Background: an optimization exercise with open tools, aiming at small area, a short achievable clock period and few clock cycles. Do not read the settings as production practice. Function was not checked in any run shown here: the RTL went through the layout flow alone. No activity file was given, so power comes from the tool's default toggle rates.

==> flow/design.v, too long to show whole: its modules and the start of the top module <==
// module rtc_fields_to_epoch_seconds_unit: 1286 lines
module rtc_fields_to_epoch_seconds_unit (
  input  logic      clk,
  input  logic      rst,
  input  logic      start,
  output logic      busy,
  input  rfes_pkg::rfes_in_t  fields,
  output logic      done,
  output rfes_pkg::rfes_out_t result,
  input  logic      cfg_write,
  input  logic      cfg_index,
  input  logic      cfg_data
);
  // ...
==> flow/flow/run.sh <==
#!/bin/bash
# Standard layout, with the port buffers made of the smallest buffer cell and
# Yosys's generic fine-grained ABC pass skipped, so that the adders written as
# gates reach full-adder extraction as written.
set -euo pipefail
bash standard.sh SYNTH_ARGS=-noabc BUFFER_PORTS_ARGS="-buffer_cell sky130_fd_sc_hd__buf_1" finish > standard_flow.log 2>&1
==> flow/standard.sh <==
#!/bin/bash
# synth_recipe.tcl (not shown) runs the flow's synth.tcl, then flattens the netlist and writes it again
# the make line also repeats each setting of config.mk as NAME=value (left out here)
make -C /OpenROAD-flow-scripts/flow DESIGN_CONFIG=/design/flow/config.mk WORK_HOME=/design/flow/orfs CLKGATE_MAP_FILE= SYNTH_SCRIPT=/design/flow/synth_recipe.tcl "${@:-finish}"
==> flow/config.mk <==
export PLATFORM = sky130hd
export DESIGN_NAME = rtc_fields_to_epoch_seconds_unit
export DESIGN_NICKNAME = rtc_fields_to_epoch_seconds_unit
export VERILOG_FILES = /design/flow/design.v
export SDC_FILE = /design/flow/constraint.sdc
export NUM_CORES = 4
export LEC_CHECK = 0
export CAP_MARGIN = 20
export CORE_MARGIN = 2
export CORE_UTILIZATION = 40
export CTS_BUF_LIST = sky130_fd_sc_hd__clkbuf_8
export SETUP_SLACK_MARGIN = 4.2
export SLEW_MARGIN = 20
==> flow/constraint.sdc <==
create_clock -name core_clock -period 8.0 [get_ports {clk}]
set_input_delay 1.6000 -clock core_clock [delete_from_list [all_inputs] [get_ports {clk}]]
set_output_delay 1.6000 -clock core_clock [all_outputs]
set_load 0.01 [all_outputs]
==> results.toml, run 1 <==
[synth]
ys_ff_latch = 95
synth_commonest_cells = "95 x dfxtp_1, 79 x inv_1, 76 x fa_1, 61 x ha_1, 34 x buf_4"
synth_compound_area_share_pct = 11.6
syn_area_per_cell_sq_um = 10.2
synthAdderAreaFrac_pct = 34.3
synth.cell_area_sq_mm = 0.00667
ys.warnings.count = 1
synthMuxAreaShare_pct = 0.713

[die]
start_util_pct = 40.6
nWellTaps = 220
io_pins = 89
core_sq_mm = 0.0164

[global_route]
grt_pass1_wl_um = 23100
use_met1_pct = 22.3
grtUsageMet2_pct = 25.9
grt_pass1_vias = 4810
grt_max_degree = 36

[clocking]
htree_levels = 3

[final_layout]
areaGrowthSynthToFinish_pct = 9.12
mostFrequentLayoutCell = "dfxtp_1"
sh_seq_area_pct = 26.4
instances_no_fill = 928
top_regs = "mon_q: 12 flops, min_q: 6 flops, sec_q: 6 flops"
n_antenna_cell = 0
stdcell_area_sq_mm = 0.00727
clk_share_pct = 2.36
utilization_pct = 44.3

[setup_path]
endpoint = "result[32]"
reg2reg_setup_slack_ns = 4.31
rr_endpoint = "cy_q"
startpoint = "p_q_16"
crit_chain = "ha_2 -> o211ai_1 -> nand2_2 -> a311oi_4 -> buf_6 -> nor3_2 -> or2_1 -> a22o_1 -> buf_2"

[status]
status = "no timing/DRC/antenna violations"

[pwr]
combPwrFrac_pct = 67.3
p_switching_mw = 1.42
power.group.top = "combinational cells"

[sta]
period_share_pct = 47.5
fin_ws_ns = 4.20
rsz0062_at_grt = "true"
hold_slack_ns = 0.337

[route]
dr.pass1.iters = 6
drc = 0

[min_path]
hold_path_end = "lo_q_0"
==> module rtc_fields_to_epoch_seconds_unit, before the edit <==
module rtc_fields_to_epoch_seconds_unit (
  input  logic      clk,
  input  logic      rst,
  input  logic      start,
  output logic      busy,
  input  rfes_pkg::rfes_in_t  fields,
  output logic      done,
  output rfes_pkg::rfes_out_t result,
  input  logic      cfg_write,
  input  logic      cfg_index,
  input  logic      cfg_data
);
  logic        bcd_mode;
  logic        twelve_hour_mode;
  always_ff @(posedge clk) begin
    if (rst) begin
      bcd_mode         <= 1'b1;
      twelve_hour_mode <= 1'b0;
    end else if (cfg_write) begin
      case (cfg_index)
        rfes_pkg::CFG_BCD_MODE:  bcd_mode         <= cfg_data;
        rfes_pkg::CFG_TWELVE_HR: twelve_hour_mode <= cfg_data;
        default:       bcd_mode         <= bcd_mode;
      endcase
    end
  end
  assign busy = 1'b0;
  logic [5:0]  sec6;
  logic [5:0]  min6;
  logic [4:0]  hv5;
  logic [4:0]  day5;
  logic [6:0]  yr7;
  logic [3:0]  mon4;
  logic [3:0]  h4;
  logic [4:0]  hr5;
  logic        leap;
  logic [3:0]  ml;
  logic [1:0]  fields_r;
  logic        err_sec, err_min, err_hr, err_day, err_mon, err_yr, err_all;
  logic t0;
  logic t1;
  logic t2;
  logic t3;
  logic t4;
  logic t5;
  logic t6;
  logic t7;
  logic t8;
  logic t9;
  logic t10;
  logic t11;
  logic t12;
  logic t13;
  logic t14;
  logic t15;
  logic t16;
  logic t17;
  logic t18;
  logic t19;
  logic t20;
  logic t21;
  logic t22;
  logic t23;
  logic t24;
  logic t25;
  logic t26;
  logic t27;
  logic t28;
  logic t29;
  logic t30;
  logic t31;
  logic t32;
  logic t33;
  logic t34;
  logic t35;
  logic t36;
  logic t37;
  logic t38;
  logic t39;
  logic t40;
  logic t41;
  logic t42;
  logic t43;
  logic t44;
  logic t45;
  logic t46;
  logic t47;
  logic t48;
  logic t49;
  logic t50;
  logic t51;
  logic t52;
  logic t53;
  logic t54;
  logic t55;
  logic t56;
  logic t57;
  logic t58;
  logic t59;
  logic t60;
  logic t61;
  logic t62;
  logic t63;
  logic t64;
  logic t65;
  logic t66;
  logic t67;
  logic t68;
  logic t69;
  logic t70;
  logic t71;
  logic t72;
  logic t73;
  logic t74;
  logic t75;
  logic t76;
  logic t77;
  logic t78;
  logic t79;
  logic t80;
  logic t81;
  logic t82;
  logic t83;
  logic t84;
  logic t85;
  logic t86;
  logic t87;
  logic t88;
  logic t89;
  logic t90;
  logic t91;
  logic t92;
  logic t93;
  logic t94;
  logic t95;
  logic t96;
  logic t97;
  logic t98;
  logic t99;
  logic t100;
  logic t101;
  logic t102;
  logic t103;
  logic t104;
  logic t105;
  logic t106;
  logic t107;
  logic t108;
  logic t109;
  logic t110;
  logic t111;
  logic t112;
  logic t113;
  logic t114;
  logic t115;
  logic t116;
  logic t117;
  logic t118;
  logic t119;
  logic t120;
  logic t121;
  logic t122;
  logic t123;
  logic t124;
  logic t125;
  logic t126;
  logic t127;
  logic t128;
  logic t129;
  logic t130;
  logic t131;
  logic t132;
  logic t133;
  logic t134;
  logic t135;
  assign t0 = bcd_mode & fields.raw_seconds[4];
  assign t1 = bcd_mode & fields.raw_seconds[5];
  assign t2 = bcd_mode ? fields.raw_seconds[6] : fields.raw_seconds[4];
  assign t3 = ~bcd_mode & fields.raw_seconds[5];
  assign t4 = ~bcd_mode & fields.raw_seconds[6];
  assign t5 = fields.raw_seconds[3] ^ fields.raw_seconds[4];
  assign t6 = fields.raw_seconds[3] & fields.raw_seconds[4];
  assign t7 = fields.raw_seconds[5] ^ t3;
  assign t8 = fields.raw_seconds[5] & t3;
  assign t9 = fields.raw_seconds[6] ^ t4;
  assign t10 = fields.raw_seconds[6] & t4;
  assign t11 = fields.raw_seconds[1] ^ t0;
  assign t12 = fields.raw_seconds[2] ^ t1;
  assign t13 = t2 ^ t5;
  assign t14 = t7 ^ t6;
  assign t15 = t9 ^ t8;
  assign t16 = fields.raw_seconds[1] & t0;
  assign t17 = fields.raw_seconds[2] & t1;
  assign t18 = t2 & t5;
  assign t19 = t7 & t6;
  assign t20 = t9 & t8;
  assign t21 = t17 | (t12 & t16);
  assign t22 = t12 & t11;
  assign t23 = t19 | (t14 & t18);
  assign t24 = t14 & t13;
  assign t25 = t18 | (t13 & t21);
  assign t26 = t13 & t22;
  assign t27 = t23 | (t24 & t21);
  assign t28 = t24 & t22;
  assign t29 = t20 | (t15 & t27);
  assign t30 = t12 ^ t16;
  assign t31 = t13 ^ t21;
  assign t32 = t14 ^ t25;
  assign t33 = t15 ^ t27;
  assign t34 = bcd_mode & fields.raw_minutes[4];
  assign t35 = bcd_mode & fields.raw_minutes[5];
  assign t36 = bcd_mode ? fields.raw_minutes[6] : fields.raw_minutes[4];
  assign t37 = ~bcd_mode & fields.raw_minutes[5];
  assign t38 = ~bcd_mode & fields.raw_minutes[6];
  assign t39 = fields.raw_minutes[3] ^ fields.raw_minutes[4];
  assign t40 = fields.raw_minutes[3] & fields.raw_minutes[4];
  assign t41 = fields.raw_minutes[5] ^ t37;
  assign t42 = fields.raw_minutes[5] & t37;
  assign t43 = fields.raw_minutes[6] ^ t38;
  assign t44 = fields.raw_minutes[6] & t38;
  assign t45 = fields.raw_minutes[1] ^ t34;
  assign t46 = fields.raw_minutes[2] ^ t35;
  assign t47 = t36 ^ t39;
  assign t48 = t41 ^ t40;
  assign t49 = t43 ^ t42;
  assign t50 = fields.raw_minutes[1] & t34;
  assign t51 = fields.raw_minutes[2] & t35;
  assign t52 = t36 & t39;
  assign t53 = t41 & t40;
  assign t54 = t43 & t42;
  assign t55 = t51 | (t46 & t50);
  assign t56 = t46 & t45;
  assign t57 = t53 | (t48 & t52);
  assign t58 = t48 & t47;
  assign t59 = t52 | (t47 & t55);
  assign t60 = t47 & t56;
  assign t61 = t57 | (t58 & t55);
  assign t62 = t58 & t56;
  assign t63 = t54 | (t49 & t61);
  assign t64 = t46 ^ t50;
  assign t65 = t47 ^ t55;
  assign t66 = t48 ^ t59;
  assign t67 = t49 ^ t61;
  assign t68 = bcd_mode & fields.raw_monthday[4];
  assign t69 = bcd_mode & fields.raw_monthday[5];
  assign t70 = ~bcd_mode & fields.raw_monthday[4];
  assign t71 = ~bcd_mode & fields.raw_monthday[5];
  assign t72 = fields.raw_monthday[3] ^ fields.raw_monthday[4];
  assign t73 = fields.raw_monthday[3] & fields.raw_monthday[4];
  assign t74 = fields.raw_monthday[5] ^ t71;
  assign t75 = fields.raw_monthday[5] & t71;
  assign t76 = fields.raw_monthday[1] ^ t68;
  assign t77 = fields.raw_monthday[2] ^ t69;
  assign t78 = t70 ^ t72;
  assign t79 = t74 ^ t73;
  assign t80 = fields.raw_monthday[1] & t68;
  assign t81 = fields.raw_monthday[2] & t69;
  assign t82 = t70 & t72;
  assign t83 = t74 & t73;
  assign t84 = t81 | (t77 & t80);
  assign t85 = t77 & t76;
  assign t86 = t83 | (t79 & t82);
  assign t87 = t82 | (t78 & t84);
  assign t88 = t78 & t85;
  assign t89 = t86 | (t79 & t84);
  assign t90 = t77 ^ t80;
  assign t91 = t78 ^ t84;
  assign t92 = t79 ^ t87;
  assign t93 = bcd_mode & fields.raw_year[4];
  assign t94 = bcd_mode & fields.raw_year[5];
  assign t95 = bcd_mode ? fields.raw_year[6] : fields.raw_year[4];
  assign t96 = bcd_mode ? fields.raw_year[7] : fields.raw_year[5];
  assign t97 = ~bcd_mode & fields.raw_year[6];
  assign t98 = ~bcd_mode & fields.raw_year[7];
  assign t99 = fields.raw_year[3] ^ fields.raw_year[4];
  assign t100 = fields.raw_year[3] & fields.raw_year[4];
  assign t101 = fields.raw_year[5] ^ t96;
  assign t102 = fields.raw_year[5] & t96;
  assign t103 = fields.raw_year[6] ^ t97;
  assign t104 = fields.raw_year[6] & t97;
  assign t105 = fields.raw_year[7] ^ t98;
  assign t106 = fields.raw_year[7] & t98;
  assign t107 = fields.raw_year[1] ^ t93;
  assign t108 = fields.raw_year[2] ^ t94;
  assign t109 = t95 ^ t99;
  assign t110 = t101 ^ t100;
  assign t111 = t103 ^ t102;
  assign t112 = t105 ^ t104;
  assign t113 = fields.raw_year[1] & t93;
  assign t114 = fields.raw_year[2] & t94;
  assign t115 = t95 & t99;
  assign t116 = t101 & t100;
  assign t117 = t103 & t102;
  assign t118 = t105 & t104;
  assign t119 = t114 | (t108 & t113);
  assign t120 = t108 & t107;
  assign t121 = t116 | (t110 & t115);
  assign t122 = t110 & t109;
  assign t123 = t118 | (t112 & t117);
  assign t124 = t115 | (t109 & t119);
  assign t125 = t109 & t120;
  assign t126 = t121 | (t122 & t119);
  assign t127 = t122 & t120;
  assign t128 = t117 | (t111 & t126);
  assign t129 = t111 & t127;
  assign t130 = t123 | (t112 & t126);
  assign t131 = t108 ^ t113;
  assign t132 = t109 ^ t119;
  assign t133 = t110 ^ t124;
  assign t134 = t111 ^ t126;
  assign t135 = t112 ^ t128;
  assign sec6 = {t33, t32, t31, t30, t11, fields.raw_seconds[0]};
  assign min6 = {t67, t66, t65, t64, t45, fields.raw_minutes[0]};
  always_comb begin
    if (!bcd_mode) begin
      hv5 = fields.raw_hours[4:0];
    end else if (fields.raw_hours[5]) begin
      hv5 = {3'b101, fields.raw_hours[1:0]};
    end else if (fields.raw_hours[4]) begin
      hv5 = rfes_pkg::plus10(fields.raw_hours[3:0]);
    end else begin
      hv5 = {1'b0, fields.raw_hours[3:0]};
    end
  end
  assign day5 = {t92, t91, t90, t76, fields.raw_monthday[0]};
  assign yr7 = {t135, t134, t133, t132, t131, t107, fields.raw_year[0]};
  always_comb begin
    err_sec = bcd_mode ? rfes_pkg::bcd_gt59(fields.raw_seconds) : rfes_pkg::gt8(fields.raw_seconds, 8'd59);
    err_min = bcd_mode ? rfes_pkg::bcd_gt59(fields.raw_minutes) : rfes_pkg::gt8(fields.raw_minutes, 8'd59);
    if (twelve_hour_mode) begin
      err_hr = bcd_mode ? rfes_pkg::bcd_bad_1_12(fields.raw_hours[6:0]) :
                          ((fields.raw_hours[6:0] == 7'd0) ||
                           rfes_pkg::gt8({1'b0, fields.raw_hours[6:0]}, 8'd12));
    end else begin
      err_hr = bcd_mode ? rfes_pkg::bcd_gt23(fields.raw_hours) : rfes_pkg::gt8(fields.raw_hours, 8'd23);
    end
    err_mon = bcd_mode ? (rfes_pkg::bcd_bad_1_12(fields.raw_month[6:0]) || fields.raw_month[7]) :
                         ((fields.raw_month == 8'd0) || rfes_pkg::gt8(fields.raw_month, 8'd12));
    err_yr  = bcd_mode ? rfes_pkg::bcd_gt99(fields.raw_year) : rfes_pkg::gt8(fields.raw_year, 8'd99);
  end
  always_comb begin
    if (bcd_mode && fields.raw_month[4]) begin
      mon4 = {1'b1, fields.raw_month[1], ~fields.raw_month[1], fields.raw_month[0]};
    end else begin
      mon4 = fields.raw_month[3:0];
    end
    if (bcd_mode && fields.raw_hours[4]) begin
      h4 = {1'b1, fields.raw_hours[1], ~fields.raw_hours[1], fields.raw_hours[0]};
    end else begin
      h4 = fields.raw_hours[3:0];
    end
    hr5 = twelve_hour_mode ? rfes_pkg::hour12(h4, fields.raw_hours[7]) : hv5;
    if (bcd_mode) begin
      leap = !fields.raw_year[0] && (fields.raw_year[1] == fields.raw_year[4]);
    end else begin
      leap = (fields.raw_year[1:0] == 2'b00);
    end
    ml[0] = (mon4 == 4'd2) && !leap;
    ml[1] = (mon4 == 4'd2) && leap;
    ml[2] = (mon4 == 4'd4) || (mon4 == 4'd6) || (mon4 == 4'd9) || (mon4 == 4'd11);
    ml[3] = !(ml[0] || ml[1] || ml[2]);
    err_day = (fields.raw_monthday == 8'd0) || rfes_pkg::day_gt(fields.raw_monthday, bcd_mode, ml);
    err_all = err_sec || err_min || err_hr || err_day || err_mon || err_yr;
    if (bcd_mode) begin
      fields_r = {fields.raw_year[1] ^ fields.raw_year[4], fields.raw_year[0]};
    end else begin
      fields_r = fields.raw_year[1:0];
    end
  end
  logic [12:1] mon_oh;
  assign mon_oh[1] = (mon4 == 4'd1);
  assign mon_oh[2] = (mon4 == 4'd2);
  assign mon_oh[3] = (mon4 == 4'd3);
  assign mon_oh[4] = (mon4 == 4'd4);
  assign mon_oh[5] = (mon4 == 4'd5);
  assign mon_oh[6] = (mon4 == 4'd6);
  assign mon_oh[7] = (mon4 == 4'd7);
  assign mon_oh[8] = (mon4 == 4'd8);
  assign mon_oh[9] = (mon4 == 4'd9);
  assign mon_oh[10] = (mon4 == 4'd10);
  assign mon_oh[11] = (mon4 == 4'd11);
  assign mon_oh[12] = (mon4 == 4'd12);
  logic        v_q;
  logic        err_q;
  logic [4:0]  q_q;
  logic [1:0]  r_q;
  logic [12:1] mon_q;    
  logic [4:0]  day_q;
  logic [4:0]  hr_q;
  logic [5:0]  min_q;
  logic [5:0]  sec_q;
  logic        leap_q;
  always_ff @(posedge clk) begin
    if (rst) begin
      v_q <= 1'b0;
    end else begin
      v_q <= start;
    end
  end
  always_ff @(posedge clk) begin
    err_q <= err_all;
    q_q   <= yr7[6:2];
    r_q   <= fields_r;
    mon_q <= mon_oh;
    day_q <= day5;
    hr_q  <= hr5;
    min_q <= min6;
    sec_q <= sec6;
    leap_q <= leap;
  end
  logic [31:0] epoch;
  logic [31:0] tab;
  assign tab[0] = 1'b0;
  assign tab[1] = 1'b0;
  assign tab[2] = 1'b0;
  assign tab[3] = 1'b0;
  assign tab[4] = 1'b0;
  assign tab[5] = 1'b0;
  assign tab[6] = 1'b0;
  assign tab[7] = (mon_q[1] & ~leap_q) | (mon_q[2] & leap_q) | mon_q[4] | mon_q[5] | mon_q[8] | mon_q[11] | mon_q[12];
  assign tab[8] = (mon_q[1] & ~leap_q) | mon_q[5] | mon_q[7] | mon_q[8] | mon_q[10] | mon_q[11];
  assign tab[9] = mon_q[1] | (mon_q[2] & ~leap_q) | mon_q[4] | mon_q[5] | mon_q[6] | mon_q[7] | mon_q[11];
  assign tab[10] = mon_q[3] | mon_q[5] | mon_q[6] | mon_q[10];
  assign tab[11] = mon_q[3] | mon_q[4] | mon_q[10] | mon_q[11] | mon_q[12];
  assign tab[12] = (mon_q[1] & leap_q) | (mon_q[2] & leap_q) | mon_q[5] | mon_q[6] | mon_q[12];
  assign tab[13] = (mon_q[1] & leap_q) | (mon_q[2] & ~leap_q) | mon_q[4] | mon_q[5] | mon_q[7] | mon_q[9] | mon_q[10];
  assign tab[14] = mon_q[1] | (mon_q[2] & leap_q) | mon_q[4] | mon_q[5] | mon_q[6] | mon_q[7] | mon_q[8];
  assign tab[15] = (mon_q[1] & ~leap_q) | (mon_q[2] & ~leap_q) | mon_q[3] | mon_q[5] | mon_q[6] | mon_q[10] | mon_q[11];
  assign tab[16] = (mon_q[1] & leap_q) | (mon_q[2] & ~leap_q) | mon_q[4] | mon_q[6] | mon_q[7] | mon_q[9] | mon_q[11] | mon_q[12];
  assign tab[17] = (mon_q[1] & ~leap_q) | mon_q[2] | mon_q[8] | mon_q[9] | mon_q[10] | mon_q[11] | mon_q[12];
  assign tab[18] = 1'b0;
  assign tab[19] = mon_q[1] | mon_q[3] | mon_q[5] | mon_q[7] | mon_q[9] | mon_q[11];
  assign tab[20] = mon_q[2] | mon_q[3] | mon_q[6] | mon_q[7] | mon_q[10] | mon_q[11];
  assign tab[21] = mon_q[2] | mon_q[5] | mon_q[7] | mon_q[8] | mon_q[10];
  assign tab[22] = mon_q[1] | mon_q[2] | mon_q[4] | mon_q[5] | mon_q[8] | mon_q[11];
  assign tab[23] = mon_q[3] | mon_q[4] | mon_q[5] | mon_q[9] | mon_q[10] | mon_q[11];
  assign tab[24] = mon_q[6] | mon_q[7] | mon_q[8] | mon_q[9] | mon_q[10] | mon_q[11];
  assign tab[25] = mon_q[12];
  assign tab[26] = 1'b0;
  assign tab[27] = 1'b0;
  assign tab[28] = 1'b0;
  assign tab[29] = 1'b0;
  assign tab[30] = 1'b0;
  assign tab[31] = 1'b0;
  logic t136;
  logic t137;
  logic t138;
  logic t139;
  logic t140;
  logic t141;
  logic t142;
  logic t143;
  logic t144;
  logic t145;
  logic t146;
  logic t147;
  logic t148;
  logic t149;
  logic t150;
  logic t151;
  logic t152;
  logic t153;
  logic t154;
  logic t155;
  logic t156;
  logic t157;
  logic t158;
  logic t159;
  logic t160;
  logic t161;
  logic t162;
  logic t163;
  logic t164;
  logic t165;
  logic t166;
  logic t167;
  logic t168;
  logic t169;
  logic t170;
  logic t171;
  logic t172;
  logic t173;
  logic t174;
  logic t175;
  logic t176;
  logic t177;
  logic t178;
  logic t179;
  logic t180;
  logic t181;
  logic t182;
  logic t183;
  logic t184;
  logic t185;
  logic t186;
  logic t187;
  logic t188;
  logic t189;
  logic t190;
  logic t191;
  logic t192;
  logic t193;
  logic t194;
  logic t195;
  logic t196;
  logic t197;
  logic t198;
  logic t199;
  logic t200;
  logic t201;
  logic t202;
  logic t203;
  logic t204;
  logic t205;
  logic t206;
  logic t207;
  logic t208;
  logic t209;
  logic t210;
  logic t211;
  logic t212;
  logic t213;
  logic t214;
  logic t215;
  logic t216;
  logic t217;
  logic t218;
  logic t219;
  logic t220;
  logic t221;
  logic t222;
  logic t223;
  logic t224;
  logic t225;
  logic t226;
  logic t227;
  logic t228;
  logic t229;
  logic t230;
  logic t231;
  logic t232;
  logic t233;
  logic t234;
  logic t235;
  logic t236;
  logic t237;
  logic t238;
  logic t239;
  logic t240;
  logic t241;
  logic t242;
  logic t243;
  logic t244;
  logic t245;
  logic t246;
  logic t247;
  logic t248;
  logic t249;
  logic t250;
  logic t251;
  logic t252;
  logic t253;
  logic t254;
  logic t255;
  logic t256;
  logic t257;
  logic t258;
  logic t259;
  logic t260;
  logic t261;
  logic t262;
  logic t263;
  logic t264;
  logic t265;
  logic t266;
  logic t267;
  logic t268;
  logic t269;
  logic t270;
  logic t271;
  logic t272;
  logic t273;
  logic t274;
  logic t275;
  logic t276;
  logic t277;
  logic t278;
  logic t279;
  logic t280;
  logic t281;
  logic t282;
  logic t283;
  logic t284;
  logic t285;
  logic t286;
  logic t287;
  logic t288;
  logic t289;
  logic t290;
  logic t291;
  logic t292;
  logic t293;
  logic t294;
  logic t295;
  logic t296;
  logic t297;
  logic t298;
  logic t299;
  logic t300;
  logic t301;
  logic t302;
  logic t303;
  logic t304;
  logic t305;
  logic t306;
  logic t307;
  logic t308;
  logic t309;
  logic t310;
  logic t311;
  logic t312;
  logic t313;
  logic t314;
  logic t315;
  logic t316;
  logic t317;
  logic t318;
  logic t319;
  logic t320;
  logic t321;
  logic t322;
  logic t323;
  logic t324;
  logic t325;
  logic t326;
  logic t327;
  logic t328;
  logic t329;
  logic t330;
  logic t331;
  logic t332;
  logic t333;
  logic t334;
  logic t335;
  logic t336;
  logic t337;
  logic t338;
  logic t339;
  logic t340;
  logic t341;
  logic t342;
  logic t343;
  logic t344;
  logic t345;
  logic t346;
  logic t347;
  logic t348;
  logic t349;
  logic t350;
  logic t351;
  logic t352;
  logic t353;
  logic t354;
  logic t355;
  logic t356;
  logic t357;
  logic t358;
  logic t359;
  logic t360;
  logic t361;
  logic t362;
  logic t363;
  logic t364;
  logic t365;
  logic t366;
  logic t367;
  logic t368;
  logic t369;
  logic t370;
  logic t371;
  logic t372;
  logic t373;
  logic t374;
  logic t375;
  logic t376;
  logic t377;
  logic t378;
  logic t379;
  logic t380;
  logic t381;
  logic t382;
  logic t383;
  logic t384;
  logic t385;
  logic t386;
  logic t387;
  logic t388;
  logic t389;
  logic t390;
  logic t391;
  logic t392;
  logic t393;
  logic t394;
  logic t395;
  logic t396;
  logic t397;
  logic t398;
  logic t399;
  logic t400;
  logic t401;
  logic t402;
  logic t403;
  logic t404;
  logic t405;
  logic t406;
  logic t407;
  logic t408;
  logic t409;
  logic t410;
  logic t411;
  logic t412;
  logic t413;
  logic t414;
  logic t415;
  logic t416;
  logic t417;
  logic t418;
  logic t419;
  logic t420;
  assign t136 = ~q_q[0] ^ day_q[0];
  assign t137 = ~q_q[0] & day_q[0];
  assign t138 = ~q_q[1] ^ day_q[1] ^ day_q[0];
  assign t139 = (~q_q[1] & day_q[1]) | (day_q[0] & (~q_q[1] ^ day_q[1]));
  assign t140 = ~q_q[2] ^ day_q[2];
  assign t141 = ~q_q[2] & day_q[2];
  assign t142 = ~q_q[3] ^ day_q[3] ^ day_q[2];
  assign t143 = (~q_q[3] & day_q[3]) | (day_q[2] & (~q_q[3] ^ day_q[3]));
  assign t144 = ~q_q[4] ^ day_q[4] ^ day_q[3];
  assign t145 = (~q_q[4] & day_q[4]) | (day_q[3] & (~q_q[4] ^ day_q[4]));
  assign t146 = day_q[4] ^ day_q[0];
  assign t147 = day_q[4] & day_q[0];
  assign t148 = q_q[0] ^ day_q[1];
  assign t149 = q_q[0] & day_q[1];
  assign t150 = q_q[1] ^ day_q[2];
  assign t151 = q_q[1] & day_q[2];
  assign t152 = q_q[2] ^ day_q[3];
  assign t153 = q_q[2] & day_q[3];
  assign t154 = q_q[3] ^ day_q[4] ^ day_q[2];
  assign t155 = (q_q[3] & day_q[4]) | (day_q[2] & (q_q[3] ^ day_q[4]));
  assign t156 = q_q[4] ^ ~q_q[0];
  assign t157 = q_q[4] & ~q_q[0];
  assign t158 = hr_q[3] ^ ~min_q[5] ^ min_q[1];
  assign t159 = (hr_q[3] & ~min_q[5]) | (min_q[1] & (hr_q[3] ^ ~min_q[5]));
  assign t160 = hr_q[4] ^ min_q[2] ^ ~r_q[1];
  assign t161 = (hr_q[4] & min_q[2]) | (~r_q[1] & (hr_q[4] ^ min_q[2]));
  assign t162 = tab[8] ^ t137;
  assign t163 = tab[8] & t137;
  assign t164 = day_q[1] ^ ~hr_q[0] ^ min_q[3];
  assign t165 = (day_q[1] & ~hr_q[0]) | (min_q[3] & (day_q[1] ^ ~hr_q[0]));
  assign t166 = tab[9] ^ t140 ^ t139;
  assign t167 = (tab[9] & t140) | (t139 & (tab[9] ^ t140));
  assign t168 = ~hr_q[1] ^ min_q[4] ^ r_q[0];
  assign t169 = (~hr_q[1] & min_q[4]) | (r_q[0] & (~hr_q[1] ^ min_q[4]));
  assign t170 = tab[10] ^ t141 ^ t142;
  assign t171 = (tab[10] & t141) | (t142 & (tab[10] ^ t141));
  assign t172 = ~hr_q[2] ^ min_q[5] ^ r_q[1];
  assign t173 = (~hr_q[2] & min_q[5]) | (r_q[1] & (~hr_q[2] ^ min_q[5]));
  assign t174 = tab[11] ^ t144 ^ t143;
  assign t175 = (tab[11] & t144) | (t143 & (tab[11] ^ t144));
  assign t176 = ~hr_q[3] ^ hr_q[0] ^ ~r_q[0];
  assign t177 = (~hr_q[3] & hr_q[0]) | (~r_q[0] & (~hr_q[3] ^ hr_q[0]));
  assign t178 = tab[12] ^ t146 ^ t145;
  assign t179 = (tab[12] & t146) | (t145 & (tab[12] ^ t146));
  assign t180 = ~hr_q[4] ^ hr_q[1] ^ ~r_q[1];
  assign t181 = (~hr_q[4] & hr_q[1]) | (~r_q[1] & (~hr_q[4] ^ hr_q[1]));
  assign t182 = tab[13] ^ t148 ^ t147;
  assign t183 = (tab[13] & t148) | (t147 & (tab[13] ^ t148));
  assign t184 = day_q[0] ^ hr_q[2] ^ r_q[0];
  assign t185 = (day_q[0] & hr_q[2]) | (r_q[0] & (day_q[0] ^ hr_q[2]));
  assign t186 = tab[14] ^ t150 ^ t149;
  assign t187 = (tab[14] & t150) | (t149 & (tab[14] ^ t150));
  assign t188 = day_q[1] ^ hr_q[3] ^ r_q[1];
  assign t189 = (day_q[1] & hr_q[3]) | (r_q[1] & (day_q[1] ^ hr_q[3]));
  assign t190 = tab[15] ^ t152 ^ t151;
  assign t191 = (tab[15] & t152) | (t151 & (tab[15] ^ t152));
  assign t192 = day_q[0] ^ hr_q[4] ^ r_q[0];
  assign t193 = (day_q[0] & hr_q[4]) | (r_q[0] & (day_q[0] ^ hr_q[4]));
  assign t194 = tab[16] ^ t153 ^ t154;
  assign t195 = (tab[16] & t153) | (t154 & (tab[16] ^ t153));
  assign t196 = day_q[3] ^ day_q[1] ^ r_q[1];
  assign t197 = (day_q[3] & day_q[1]) | (r_q[1] & (day_q[3] ^ day_q[1]));
  assign t198 = tab[17] ^ t156 ^ t155;
  assign t199 = (tab[17] & t156) | (t155 & (tab[17] ^ t156));
  assign t200 = ~q_q[1] ^ day_q[4] ^ day_q[2];
  assign t201 = (~q_q[1] & day_q[4]) | (day_q[2] & (~q_q[1] ^ day_q[4]));
  assign t202 = 1'b1 ^ t157;
  assign t203 = 1'b1 & t157;
  assign t204 = ~q_q[2] ^ q_q[0] ^ day_q[3];
  assign t205 = (~q_q[2] & q_q[0]) | (day_q[3] & (~q_q[2] ^ q_q[0]));
  assign t206 = ~q_q[3] ^ q_q[1];
  assign t207 = ~q_q[3] & q_q[1];
  assign t208 = ~q_q[4] ^ q_q[2];
  assign t209 = ~q_q[4] & q_q[2];
  assign t210 = ~r_q[0] ^ tab[7];
  assign t211 = ~r_q[0] & tab[7];
  assign t212 = t138 ^ t160 ^ t159;
  assign t213 = (t138 & t160) | (t159 & (t138 ^ t160));
  assign t214 = t164 ^ t161 ^ t163;
  assign t215 = (t164 & t161) | (t163 & (t164 ^ t161));
  assign t216 = t168 ^ t165 ^ t170;
  assign t217 = (t168 & t165) | (t170 & (t168 ^ t165));
  assign t218 = t172 ^ t169 ^ t174;
  assign t219 = (t172 & t169) | (t174 & (t172 ^ t169));
  assign t220 = t176 ^ t173 ^ t178;
  assign t221 = (t176 & t173) | (t178 & (t176 ^ t173));
  assign t222 = t180 ^ t177 ^ t182;
  assign t223 = (t180 & t177) | (t182 & (t180 ^ t177));
  assign t224 = t184 ^ t181 ^ t186;
  assign t225 = (t184 & t181) | (t186 & (t184 ^ t181));
  assign t226 = t188 ^ t185 ^ t190;
  assign t227 = (t188 & t185) | (t190 & (t188 ^ t185));
  assign t228 = t192 ^ t189 ^ t191;
  assign t229 = (t192 & t189) | (t191 & (t192 ^ t189));
  assign t230 = t196 ^ t193 ^ t198;
  assign t231 = (t196 & t193) | (t198 & (t196 ^ t193));
  assign t232 = t200 ^ t197 ^ t202;
  assign t233 = (t200 & t197) | (t202 & (t200 ^ t197));
  assign t234 = tab[19] ^ t204 ^ t201;
  assign t235 = (tab[19] & t204) | (t201 & (tab[19] ^ t204));
  assign t236 = day_q[4] ^ tab[20] ^ t206;
  assign t237 = (day_q[4] & tab[20]) | (t206 & (day_q[4] ^ tab[20]));
  assign t238 = ~r_q[0] ^ tab[21] ^ t208;
  assign t239 = (~r_q[0] & tab[21]) | (t208 & (~r_q[0] ^ tab[21]));
  assign t240 = q_q[3] ^ ~r_q[1] ^ tab[22];
  assign t241 = (q_q[3] & ~r_q[1]) | (tab[22] & (q_q[3] ^ ~r_q[1]));
  assign t242 = q_q[4] ^ ~q_q[0];
  assign t243 = q_q[4] & ~q_q[0];
  assign t244 = ~min_q[0] ^ sec_q[2];
  assign t245 = ~min_q[0] & sec_q[2];
  assign t246 = ~min_q[1] ^ sec_q[3];
  assign t247 = ~min_q[1] & sec_q[3];
  assign t248 = hr_q[0] ^ ~min_q[2] ^ sec_q[4];
  assign t249 = (hr_q[0] & ~min_q[2]) | (sec_q[4] & (hr_q[0] ^ ~min_q[2]));
  assign t250 = hr_q[1] ^ ~min_q[3] ^ sec_q[5];
  assign t251 = (hr_q[1] & ~min_q[3]) | (sec_q[5] & (hr_q[1] ^ ~min_q[3]));
  assign t252 = hr_q[2] ^ ~min_q[4] ^ min_q[0];
  assign t253 = (hr_q[2] & ~min_q[4]) | (min_q[0] & (hr_q[2] ^ ~min_q[4]));
  assign t254 = t136 ^ t210 ^ t158;
  assign t255 = (t136 & t210) | (t158 & (t136 ^ t210));
  assign t256 = t211 ^ t162 ^ t212;
  assign t257 = (t211 & t162) | (t212 & (t211 ^ t162));
  assign t258 = t166 ^ t213 ^ t214;
  assign t259 = (t166 & t213) | (t214 & (t166 ^ t213));
  assign t260 = t167 ^ t215 ^ t216;
  assign t261 = (t167 & t215) | (t216 & (t167 ^ t215));
  assign t262 = t171 ^ t218 ^ t217;
  assign t263 = (t171 & t218) | (t217 & (t171 ^ t218));
  assign t264 = t175 ^ t220 ^ t219;
  assign t265 = (t175 & t220) | (t219 & (t175 ^ t220));
  assign t266 = t179 ^ t222 ^ t221;
  assign t267 = (t179 & t222) | (t221 & (t179 ^ t222));
  assign t268 = t183 ^ t224 ^ t223;
  assign t269 = (t183 & t224) | (t223 & (t183 ^ t224));
  assign t270 = t187 ^ t226 ^ t225;
  assign t271 = (t187 & t226) | (t225 & (t187 ^ t226));
  assign t272 = t194 ^ t228 ^ t227;
  assign t273 = (t194 & t228) | (t227 & (t194 ^ t228));
  assign t274 = t195 ^ t229 ^ t230;
  assign t275 = (t195 & t229) | (t230 & (t195 ^ t229));
  assign t276 = t199 ^ t232 ^ t231;
  assign t277 = (t199 & t232) | (t231 & (t199 ^ t232));
  assign t278 = t203 ^ t234 ^ t233;
  assign t279 = (t203 & t234) | (t233 & (t203 ^ t234));
  assign t280 = t205 ^ t236 ^ t235;
  assign t281 = (t205 & t236) | (t235 & (t205 ^ t236));
  assign t282 = t207 ^ t238 ^ t237;
  assign t283 = (t207 & t238) | (t237 & (t207 ^ t238));
  assign t284 = t209 ^ t240 ^ t239;
  assign t285 = (t209 & t240) | (t239 & (t209 ^ t240));
  assign t286 = tab[23] ^ t242 ^ t241;
  assign t287 = (tab[23] & t242) | (t241 & (tab[23] ^ t242));
  assign t288 = ~q_q[1] ^ tab[24] ^ t243;
  assign t289 = (~q_q[1] & tab[24]) | (t243 & (~q_q[1] ^ tab[24]));
  assign t290 = ~q_q[2] ^ r_q[0] ^ tab[25];
  assign t291 = (~q_q[2] & r_q[0]) | (tab[25] & (~q_q[2] ^ r_q[0]));
  assign t292 = ~q_q[3] ^ r_q[1];
  assign t293 = ~q_q[3] & r_q[1];
  assign t294 = ~q_q[4] ^ q_q[0] ^ 1'b1;
  assign t295 = (~q_q[4] & q_q[0]) | (1'b1 & (~q_q[4] ^ q_q[0]));
  assign t296 = 1'b1 ^ t244;
  assign t297 = t246 ^ t245;
  assign t298 = t248 ^ t247;
  assign t299 = t250 ^ t249;
  assign t300 = t252 ^ t251;
  assign t301 = t254 ^ t253;
  assign t302 = t256 ^ t255;
  assign t303 = t258 ^ t257;
  assign t304 = t260 ^ t259;
  assign t305 = t262 ^ t261;
  assign t306 = t264 ^ t263;
  assign t307 = t266 ^ t265;
  assign t308 = t268 ^ t267;
  assign t309 = t270 ^ t269;
  assign t310 = 1'b0 ^ 1'b0;
  assign t311 = 1'b1 & t244;
  assign t312 = t246 & t245;
  assign t313 = t248 & t247;
  assign t314 = t250 & t249;
  assign t315 = t252 & t251;
  assign t316 = t254 & t253;
  assign t317 = t256 & t255;
  assign t318 = t258 & t257;
  assign t319 = t260 & t259;
  assign t320 = t262 & t261;
  assign t321 = t264 & t263;
  assign t322 = t266 & t265;
  assign t323 = t268 & t267;
  assign t324 = t270 & t269;
  assign t325 = 1'b0 & 1'b0;
  assign t326 = t312 | (t297 & t311);
  assign t327 = t297 & t296;
  assign t328 = t314 | (t299 & t313);
  assign t329 = t299 & t298;
  assign t330 = t316 | (t301 & t315);
  assign t331 = t301 & t300;
  assign t332 = t318 | (t303 & t317);
  assign t333 = t303 & t302;
  assign t334 = t320 | (t305 & t319);
  assign t335 = t305 & t304;
  assign t336 = t322 | (t307 & t321);
  assign t337 = t307 & t306;
  assign t338 = t324 | (t309 & t323);
  assign t339 = t309 & t308;
  assign t340 = t313 | (t298 & t326);
  assign t341 = t298 & t327;
  assign t342 = t328 | (t329 & t326);
  assign t343 = t329 & t327;
  assign t344 = t317 | (t302 & t330);
  assign t345 = t302 & t331;
  assign t346 = t332 | (t333 & t330);
  assign t347 = t333 & t331;
  assign t348 = t321 | (t306 & t334);
  assign t349 = t306 & t335;
  assign t350 = t336 | (t337 & t334);
  assign t351 = t337 & t335;
  assign t352 = t325 | (t310 & t338);
  assign t353 = t315 | (t300 & t342);
  assign t354 = t300 & t343;
  assign t355 = t330 | (t331 & t342);
  assign t356 = t331 & t343;
  assign t357 = t344 | (t345 & t342);
  assign t358 = t345 & t343;
  assign t359 = t346 | (t347 & t342);
  assign t360 = t347 & t343;
  assign t361 = t323 | (t308 & t350);
  assign t362 = t308 & t351;
  assign t363 = t338 | (t339 & t350);
  assign t364 = t339 & t351;
  assign t365 = t352 | (t310 & t350);
  assign t366 = t319 | (t304 & t359);
  assign t367 = t304 & t360;
  assign t368 = t334 | (t335 & t359);
  assign t369 = t335 & t360;
  assign t370 = t348 | (t349 & t359);
  assign t371 = t349 & t360;
  assign t372 = t350 | (t351 & t359);
  assign t373 = t351 & t360;
  assign t374 = t361 | (t362 & t359);
  assign t375 = t362 & t360;
  assign t376 = t363 | (t364 & t359);
  assign t377 = t364 & t360;
  assign t378 = t365 | (t310 & t359);
  assign t379 = t297 ^ t311;
  assign t380 = t298 ^ t326;
  assign t381 = t299 ^ t340;
  assign t382 = t300 ^ t342;
  assign t383 = t301 ^ t353;
  assign t384 = t302 ^ t355;
  assign t385 = t303 ^ t357;
  assign t386 = t304 ^ t359;
  assign t387 = t305 ^ t366;
  assign t388 = t306 ^ t368;
  assign t389 = t307 ^ t370;
  assign t390 = t308 ^ t372;
  assign t391 = t309 ^ t374;
  assign t392 = t310 ^ t376;
  assign t393 = t272 ^ t271;
  assign t394 = t272 & t271;
  assign t395 = t274 ^ t273;
  assign t396 = t274 & t273;
  assign t397 = t276 ^ t275;
  assign t398 = t276 & t275;
  assign t399 = t278 ^ t277;
  assign t400 = t278 & t277;
  assign t401 = t280 ^ t279;
  assign t402 = t280 & t279;
  assign t403 = t282 ^ t281;
  assign t404 = t282 & t281;
  assign t405 = t284 ^ t283;
  assign t406 = t284 & t283;
  assign t407 = t286 ^ t285;
  assign t408 = t286 & t285;
  assign t409 = t288 ^ t287;
  assign t410 = t288 & t287;
  assign t411 = t290 ^ t289;
  assign t412 = t290 & t289;
  assign t413 = t292 ^ t291;
  assign t414 = t292 & t291;
  assign t415 = t294 ^ t293;
  assign t416 = t294 & t293;
  assign t417 = q_q[1] ^ t295;
  assign t418 = q_q[1] & t295;
  assign t419 = q_q[2] ^ 1'b1;
  assign t420 = q_q[2] & 1'b1;
  logic        v2_q;
  logic        err2_q;
  logic        lo_q_0;
  logic        lo_q_1;
  logic        lo_q_2;
  logic        lo_q_3;
  logic        lo_q_4;
  logic        lo_q_5;
  logic        lo_q_6;
  logic        lo_q_7;
  logic        lo_q_8;
  logic        lo_q_9;
  logic        lo_q_10;
  logic        lo_q_11;
  logic        lo_q_12;
  logic        lo_q_13;
  logic        lo_q_14;
  logic        lo_q_15;
  logic        cy_q;
  logic        p_q_16;
  logic        g_q_16;
  logic        p_q_17;
  logic        g_q_17;
  logic        p_q_18;
  logic        g_q_18;
  logic        p_q_19;
  logic        g_q_19;
  logic        p_q_20;
  logic        g_q_20;
  logic        p_q_21;
  logic        g_q_21;
  logic        p_q_22;
  logic        g_q_22;
  logic        p_q_23;
  logic        g_q_23;
  logic        p_q_24;
  logic        g_q_24;
  logic        p_q_25;
  logic        g_q_25;
  logic        p_q_26;
  logic        g_q_26;
  logic        p_q_27;
  logic        g_q_27;
  logic        p_q_28;
  logic        g_q_28;
  logic        p_q_29;
  logic        g_q_29;
  logic        p_q_30;
  logic        p_q_31;
  always_ff @(posedge clk) begin
    if (rst) begin
      v2_q <= 1'b0;
    end else begin
      v2_q <= v_q;
    end
  end
  always_ff @(posedge clk) begin
    err2_q <= err_q;
    lo_q_0 <= sec_q[0];
    lo_q_1 <= sec_q[1];
    lo_q_2 <= t296;
    lo_q_3 <= t379;
    lo_q_4 <= t380;
    lo_q_5 <= t381;
    lo_q_6 <= t382;
    lo_q_7 <= t383;
    lo_q_8 <= t384;
    lo_q_9 <= t385;
    lo_q_10 <= t386;
    lo_q_11 <= t387;
    lo_q_12 <= t388;
    lo_q_13 <= t389;
    lo_q_14 <= t390;
    lo_q_15 <= t391;
    cy_q <= t392;
    p_q_16 <= t393;
    g_q_16 <= t394;
    p_q_17 <= t395;
    g_q_17 <= t396;
    p_q_18 <= t397;
    g_q_18 <= t398;
    p_q_19 <= t399;
    g_q_19 <= t400;
    p_q_20 <= t401;
    g_q_20 <= t402;
    p_q_21 <= t403;
    g_q_21 <= t404;
    p_q_22 <= t405;
    g_q_22 <= t406;
    p_q_23 <= t407;
    g_q_23 <= t408;
    p_q_24 <= t409;
    g_q_24 <= t410;
    p_q_25 <= t411;
    g_q_25 <= t412;
    p_q_26 <= t413;
    g_q_26 <= t414;
    p_q_27 <= t415;
    g_q_27 <= t416;
    p_q_28 <= t417;
    g_q_28 <= t418;
    p_q_29 <= t419;
    g_q_29 <= t420;
    p_q_30 <= q_q[3];
    p_q_31 <= q_q[4];
  end
  logic t421;
  logic t422;
  logic t423;
  logic t424;
  logic t425;
  logic t426;
  logic t427;
  logic t428;
  logic t429;
  logic t430;
  logic t431;
  logic t432;
  logic t433;
  logic t434;
  logic t435;
  logic t436;
  logic t437;
  logic t438;
  logic t439;
  logic t440;
  logic t441;
  logic t442;
  logic t443;
  logic t444;
  logic t445;
  logic t446;
  logic t447;
  logic t448;
  logic t449;
  logic t450;
  logic t451;
  logic t452;
  logic t453;
  logic t454;
  logic t455;
  logic t456;
  logic t457;
  logic t458;
  logic t459;
  logic t460;
  logic t461;
  logic t462;
  logic t463;
  logic t464;
  logic t465;
  logic t466;
  logic t467;
  logic t468;
  logic t469;
  logic t470;
  logic t471;
  logic t472;
  logic t473;
  logic t474;
  logic t475;
  logic t476;
  logic t477;
  logic t478;
  logic t479;
  logic t480;
  logic t481;
  logic t482;
  logic t483;
  logic t484;
  logic t485;
  logic t486;
  logic t487;
  logic t488;
  logic t489;
  logic t490;
  logic t491;
  logic t492;
  logic t493;
  logic t494;
  logic t495;
  logic t496;
  logic t497;
  logic t498;
  logic t499;
  logic t500;
  logic t501;
  assign t421 = g_q_16 | (p_q_16 & cy_q);
  assign t422 = p_q_16 & 1'b0;
  assign t423 = g_q_18 | (p_q_18 & g_q_17);
  assign t424 = p_q_18 & p_q_17;
  assign t425 = g_q_20 | (p_q_20 & g_q_19);
  assign t426 = p_q_20 & p_q_19;
  assign t427 = g_q_22 | (p_q_22 & g_q_21);
  assign t428 = p_q_22 & p_q_21;
  assign t429 = g_q_24 | (p_q_24 & g_q_23);
  assign t430 = p_q_24 & p_q_23;
  assign t431 = g_q_26 | (p_q_26 & g_q_25);
  assign t432 = p_q_26 & p_q_25;
  assign t433 = g_q_28 | (p_q_28 & g_q_27);
  assign t434 = p_q_28 & p_q_27;
  assign t435 = 1'b0 | (p_q_30 & g_q_29);
  assign t436 = p_q_30 & p_q_29;
  assign t437 = g_q_17 | (p_q_17 & t421);
  assign t438 = p_q_17 & t422;
  assign t439 = t423 | (t424 & t421);
  assign t440 = t424 & t422;
  assign t441 = g_q_21 | (p_q_21 & t425);
  assign t442 = p_q_21 & t426;
  assign t443 = t427 | (t428 & t425);
  assign t444 = t428 & t426;
  assign t445 = g_q_25 | (p_q_25 & t429);
  assign t446 = p_q_25 & t430;
  assign t447 = t431 | (t432 & t429);
  assign t448 = t432 & t430;
  assign t449 = g_q_29 | (p_q_29 & t433);
  assign t450 = p_q_29 & t434;
  assign t451 = t435 | (t436 & t433);
  assign t452 = t436 & t434;
  assign t453 = g_q_19 | (p_q_19 & t439);
  assign t454 = p_q_19 & t440;
  assign t455 = t425 | (t426 & t439);
  assign t456 = t426 & t440;
  assign t457 = t441 | (t442 & t439);
  assign t458 = t442 & t440;
  assign t459 = t443 | (t444 & t439);
  assign t460 = t444 & t440;
  assign t461 = g_q_27 | (p_q_27 & t447);
  assign t462 = p_q_27 & t448;
  assign t463 = t433 | (t434 & t447);
  assign t464 = t434 & t448;
  assign t465 = t449 | (t450 & t447);
  assign t466 = t450 & t448;
  assign t467 = t451 | (t452 & t447);
  assign t468 = t452 & t448;
  assign t469 = g_q_23 | (p_q_23 & t459);
  assign t470 = p_q_23 & t460;
  assign t471 = t429 | (t430 & t459);
  assign t472 = t430 & t460;
  assign t473 = t445 | (t446 & t459);
  assign t474 = t446 & t460;
  assign t475 = t447 | (t448 & t459);
  assign t476 = t448 & t460;
  assign t477 = t461 | (t462 & t459);
  assign t478 = t462 & t460;
  assign t479 = t463 | (t464 & t459);
  assign t480 = t464 & t460;
  assign t481 = t465 | (t466 & t459);
  assign t482 = t466 & t460;
  assign t483 = t467 | (t468 & t459);
  assign t484 = t468 & t460;
  assign t485 = 1'b0 | (p_q_31 & t483);
  assign t486 = p_q_16 ^ cy_q;
  assign t487 = p_q_17 ^ t421;
  assign t488 = p_q_18 ^ t437;
  assign t489 = p_q_19 ^ t439;
  assign t490 = p_q_20 ^ t453;
  assign t491 = p_q_21 ^ t455;
  assign t492 = p_q_22 ^ t457;
  assign t493 = p_q_23 ^ t459;
  assign t494 = p_q_24 ^ t469;
  assign t495 = p_q_25 ^ t471;
  assign t496 = p_q_26 ^ t473;
  assign t497 = p_q_27 ^ t475;
  assign t498 = p_q_28 ^ t477;
  assign t499 = p_q_29 ^ t479;
  assign t500 = p_q_30 ^ t481;
  assign t501 = p_q_31 ^ t483;
  assign epoch = {t501, t500, t499, t498, t497, t496, t495, t494, t493, t492, t491, t490, t489, t488, t487, t486, lo_q_15, lo_q_14, lo_q_13, lo_q_12, lo_q_11, lo_q_10, lo_q_9, lo_q_8, lo_q_7, lo_q_6, lo_q_5, lo_q_4, lo_q_3, lo_q_2, lo_q_1, lo_q_0};
  assign done   = v2_q;
  assign result = {epoch, err2_q};
endmodule
==> run 2: changes to the inputs <==
--- a/flow/design.v
+++ b/flow/design.v
@@ -581,15 +581,11 @@
   end
-  logic [12:1] mon_oh;
-  assign mon_oh[1] = (mon4 == 4'd1);
-  assign mon_oh[2] = (mon4 == 4'd2);
-  assign mon_oh[3] = (mon4 == 4'd3);
-  assign mon_oh[4] = (mon4 == 4'd4);
-  assign mon_oh[5] = (mon4 == 4'd5);
-  assign mon_oh[6] = (mon4 == 4'd6);
-  assign mon_oh[7] = (mon4 == 4'd7);
-  assign mon_oh[8] = (mon4 == 4'd8);
-  assign mon_oh[9] = (mon4 == 4'd9);
-  assign mon_oh[10] = (mon4 == 4'd10);
-  assign mon_oh[11] = (mon4 == 4'd11);
-  assign mon_oh[12] = (mon4 == 4'd12);
+  logic [3:0]  mona;
+  logic [2:0]  monb;
+  assign mona[0] = (mon4 == 4'd1) || (mon4 == 4'd5) || (mon4 == 4'd9);
+  assign mona[1] = (mon4 == 4'd2) || (mon4 == 4'd6) || (mon4 == 4'd10);
+  assign mona[2] = (mon4 == 4'd3) || (mon4 == 4'd7) || (mon4 == 4'd11);
+  assign mona[3] = (mon4 == 4'd4) || (mon4 == 4'd8) || (mon4 == 4'd12);
+  assign monb[0] = (mon4 == 4'd1) || (mon4 == 4'd2) || (mon4 == 4'd3) || (mon4 == 4'd4);
+  assign monb[1] = (mon4 == 4'd5) || (mon4 == 4'd6) || (mon4 == 4'd7) || (mon4 == 4'd8);
+  assign monb[2] = (mon4 == 4'd9) || (mon4 == 4'd10) || (mon4 == 4'd11) || (mon4 == 4'd12);
   logic        v_q;
@@ -598,3 +594,4 @@
   logic [1:0]  r_q;
-  logic [12:1] mon_q;    
+  logic [3:0]  mona_q;   
+  logic [2:0]  monb_q;   
   logic [4:0]  day_q;
@@ -615,3 +612,4 @@
     r_q   <= fields_r;
-    mon_q <= mon_oh;
+    mona_q <= mona;
+    monb_q <= monb;
     day_q <= day5;
@@ -624,2 +622,15 @@
   logic [31:0] tab;
+  logic [12:1] mon_q;
+  assign mon_q[1] = mona_q[0] & monb_q[0];
+  assign mon_q[2] = mona_q[1] & monb_q[0];
+  assign mon_q[3] = mona_q[2] & monb_q[0];
+  assign mon_q[4] = mona_q[3] & monb_q[0];
+  assign mon_q[5] = mona_q[0] & monb_q[1];
+  assign mon_q[6] = mona_q[1] & monb_q[1];
+  assign mon_q[7] = mona_q[2] & monb_q[1];
+  assign mon_q[8] = mona_q[3] & monb_q[1];
+  assign mon_q[9] = mona_q[0] & monb_q[2];
+  assign mon_q[10] = mona_q[1] & monb_q[2];
+  assign mon_q[11] = mona_q[2] & monb_q[2];
+  assign mon_q[12] = mona_q[3] & monb_q[2];
   assign tab[0] = 1'b0;
==> results.toml, run 2 <==
[status]
status = "no timing/DRC/antenna violations"

[pwr]
power_mw = 3.14
ir_drop_mv = 0.216
powerDensity_mw_per_mm2 = 434
power.leakage_nw = 3.22

[placed_design]
dp_slack_ns = 4.20
globalplace.congestion = 0.927
dpl_cell_area_sq_mm = 0.00691
hpwl_um = 11500
io_buffers = 87

[synth]
synth_most_common_cell = "dfxtp_1"
synthSimpleGateAreaFrac_pct = 11.4
yosysTopAreaCell = "dfxtp_1"
synthMuxAreaShare_pct = 0.639
async_flop_share_pct = 0
synthTopCellsByArea = "dfxtp_1 27%, fa_1 23%, ha_1 11%"
syn-instance-count = 679
synth.cell_area_sq_mm = 0.00666
syn-num-nets = 870
ys.warnings.count = 1
synth_compound_area_share_pct = 12.8
synthAdderAreaFrac_pct = 34.3
synth-main-ff-cell = "dfxtp_1"
ys_ff_latch = 90
synth_commonest_cells = "90 x dfxtp_1, 77 x inv_1, 76 x fa_1, 61 x ha_1, 41 x nor2_1"
synth_cell_types = 61
synth.top_cell.area_share_pct = 27.1
synth_top_family_by_area = "adder cells"
synth-edff-count = 0
syn_area_per_cell_sq_um = 9.80
synth-seq-area-share_pct = 27.1
synth_xor_area_share_pct = 4.08

[final_layout]
areaGrowthSynthToFinish_pct = 8.55
n_antenna_cell = 0
multi_input_area_sq_mm = 0.00429
num-fill-cells = 1547
layout_common_cells = "81 x buf_1, 79 x dfxtp_1, 78 x inv_1, 76 x fa_1, 58 x ha_1"
seq_area_sq_mm = 0.00182
fin_nets = 914
stdcell_area_sq_mm = 0.00723
mostFrequentLayoutCell = "buf_1"
drive_gt1_share_pct = 8.10
top_regs = "min_q: 6 flops, sec_q: 6 flops"

[route]
ant_nets = 0
drt-total-wl_um = 14000
drc = 0
dr.pass1.iters = 5
wire_per_inst_um = 14.8
vias = 4824
vias_per_cell = 5.09
drt-initial-drc-count = 195

[clocking]
root_buffer = "clkbuf_8"
cts_sinks = 90
htree_levels = 3
cts_buffer_depth = 2
cts_hold_buf = 0
insertion_delay_ns = 0.38
numCtsBuffers = 9
cts_tree = "built"
clk_pin_slew_ns = 0.09

[setup_path]
required_ns = 6.40
cp_max_fo = 5
cp-end-kind = "primary output"
startpoint = "p_q_16"
start_kind = "register"
r2r_start = "leap_q"
crit_type = "reg2out"
arrival_ns = 2.17

[sta]
worst_slew_pin_slew_ns = 0.978
clock.fmax_ghz = 0.265
setup_viol = 0
post-route-min-period_ns = 3.77
hold_viol = 0
finClkSkew_ns = 0.0118
period_share_pct = 47.1
relSlewSlack_pct = 34.7
fin_tns_setup_ns = 0
rsz0062_at_grt = "true"
drv_slew = 0
fin_ws_ns = 4.23

[min_path]
worst_hold_path_type = "reg2reg"
holdCritStartpoint = "sec_q[0]"

[flow_run]
max-cap-violations = 0

[global_route]
antenna_found_initial = 0
groute.usage.overall_pct = 16.4
grt_pass1_vias = 4787
grt_pass1_wl_um = 22900
grt.overflow.total = 0
grt_max_degree = 35

[die]
start_util_pct = 40.6
die_area_sq_mm = 0.0177
core_sq_mm = 0.0164
die_y_um = 133
die_w_um = 133
io_pins = 89
rows = 47
## run 2: final timing paths
kind	to	slack (ns)	cells after the start
min reg2reg	lo_q_0	0.34	0
min	lo_q_0	0.34	0
max reg2reg	cy_q	4.30	10
max	result[32]	4.23	9
## run 2: cells by family (layout without fill, tap and decap cells)
family | count (synthesis) | after routing
mux | 4 | 4
flops | 90 | 90
compound gates | 131 | 131
simple gates | 151 | 151
buf+inv | 134 | 183
other cells | 1 | 1
xor+xnor | 31 | 31
fa+ha+maj | 137 | 137
## run 2: stage by stage
step	util (%)	hold slack, ns	std cells
3_5_place_dp	42.1	0.312	929
2_1_floorplan	-	0.310	679
4_1_cts	43.7	0.340	947
6_report	44.0	0.339	948
5_1_grt	44.0	0.351	948
3_3_place_gp	42.1	0.321	929
## run 2: routing by layer
metal  GRT usage, %  part of all wire, %
met2           25.8                   46
met3           2.72                  4.5
met4           6.45                  2.2
met1           22.5                   48
met5              0                    0
## run 2: what timing repair did
action                     in CTS  in global routing
resized for setup              20                 20
pin swaps                       9                  6
setup endpoints to repair      10                 13
setup buffers                   2                  1
## run 2: cell type report
type | count | area share (%)
Multi-Input combinational cell | 455 | 59.4
Timing Repair Buffer | 90 | 4.99
Clock inverter | 7 | 0.952
Tap cell | 220 | 3.81
Inverter | 77 | 4.00
Clock buffer | 9 | 1.71
Sequential cell | 90 | 25.1
## run 2: critical path, cell delays in order (launching register included)
cell,delay (ns)
dfxtp_2,0.33
ha_4,0.15
o211ai_1,0.17
nand2_2,0.11
a311oi_4,0.27
buf_6,0.17
nor3_4,0.04
or2_1,0.24
a22o_1,0.18
buf_2,0.14
## run 2: power by group
group / internal (mW) / switching [mW] / total (mW)
clock network: 0.144 / 0.163 / 0.307
registers: 0.631 / 0.119 / 0.750
logic: 0.990 / 1.09 / 2.08
total: 1.77 / 1.37 / 3.14

==> port drivers added, routing unchanged <==
Ports are ideal in the flow. The routed layouts listed here were re-timed in OpenROAD.
Step 1 (the two cells are an assumption about what drives the block):
set clk [get_ports {clk}]
set_driving_cell -lib_cell sky130_fd_sc_hd__clkbuf_16 $clk
set_driving_cell -lib_cell sky130_fd_sc_hd__buf_2 [delete_from_list [all_inputs] $clk]
Step 2 moves the port delays by t, midway between the first and last clock arrival at a register: inputs arrive t later, outputs are due t later. That takes back most of the time a late clock gives input paths.
Three values: ideal ports, drivers, drivers and shift; two values: the first two.
run | shift t [ns] | setup slack, ns | worst hold slack (ns) | worst slew at a driven data input, ns | pins driven straight from the clock port
run 1 | 0.411 | 4.200 / 4.164 / 4.312 | 0.337 / 0.337 / 0.337 | 0.04 | 1
run 2 | 0.404 | 4.233 / 4.200 / 4.302 | 0.339 / 0.339 / 0.339 | 0.04 | 1
After both steps setup and hold are still met in every run listed.
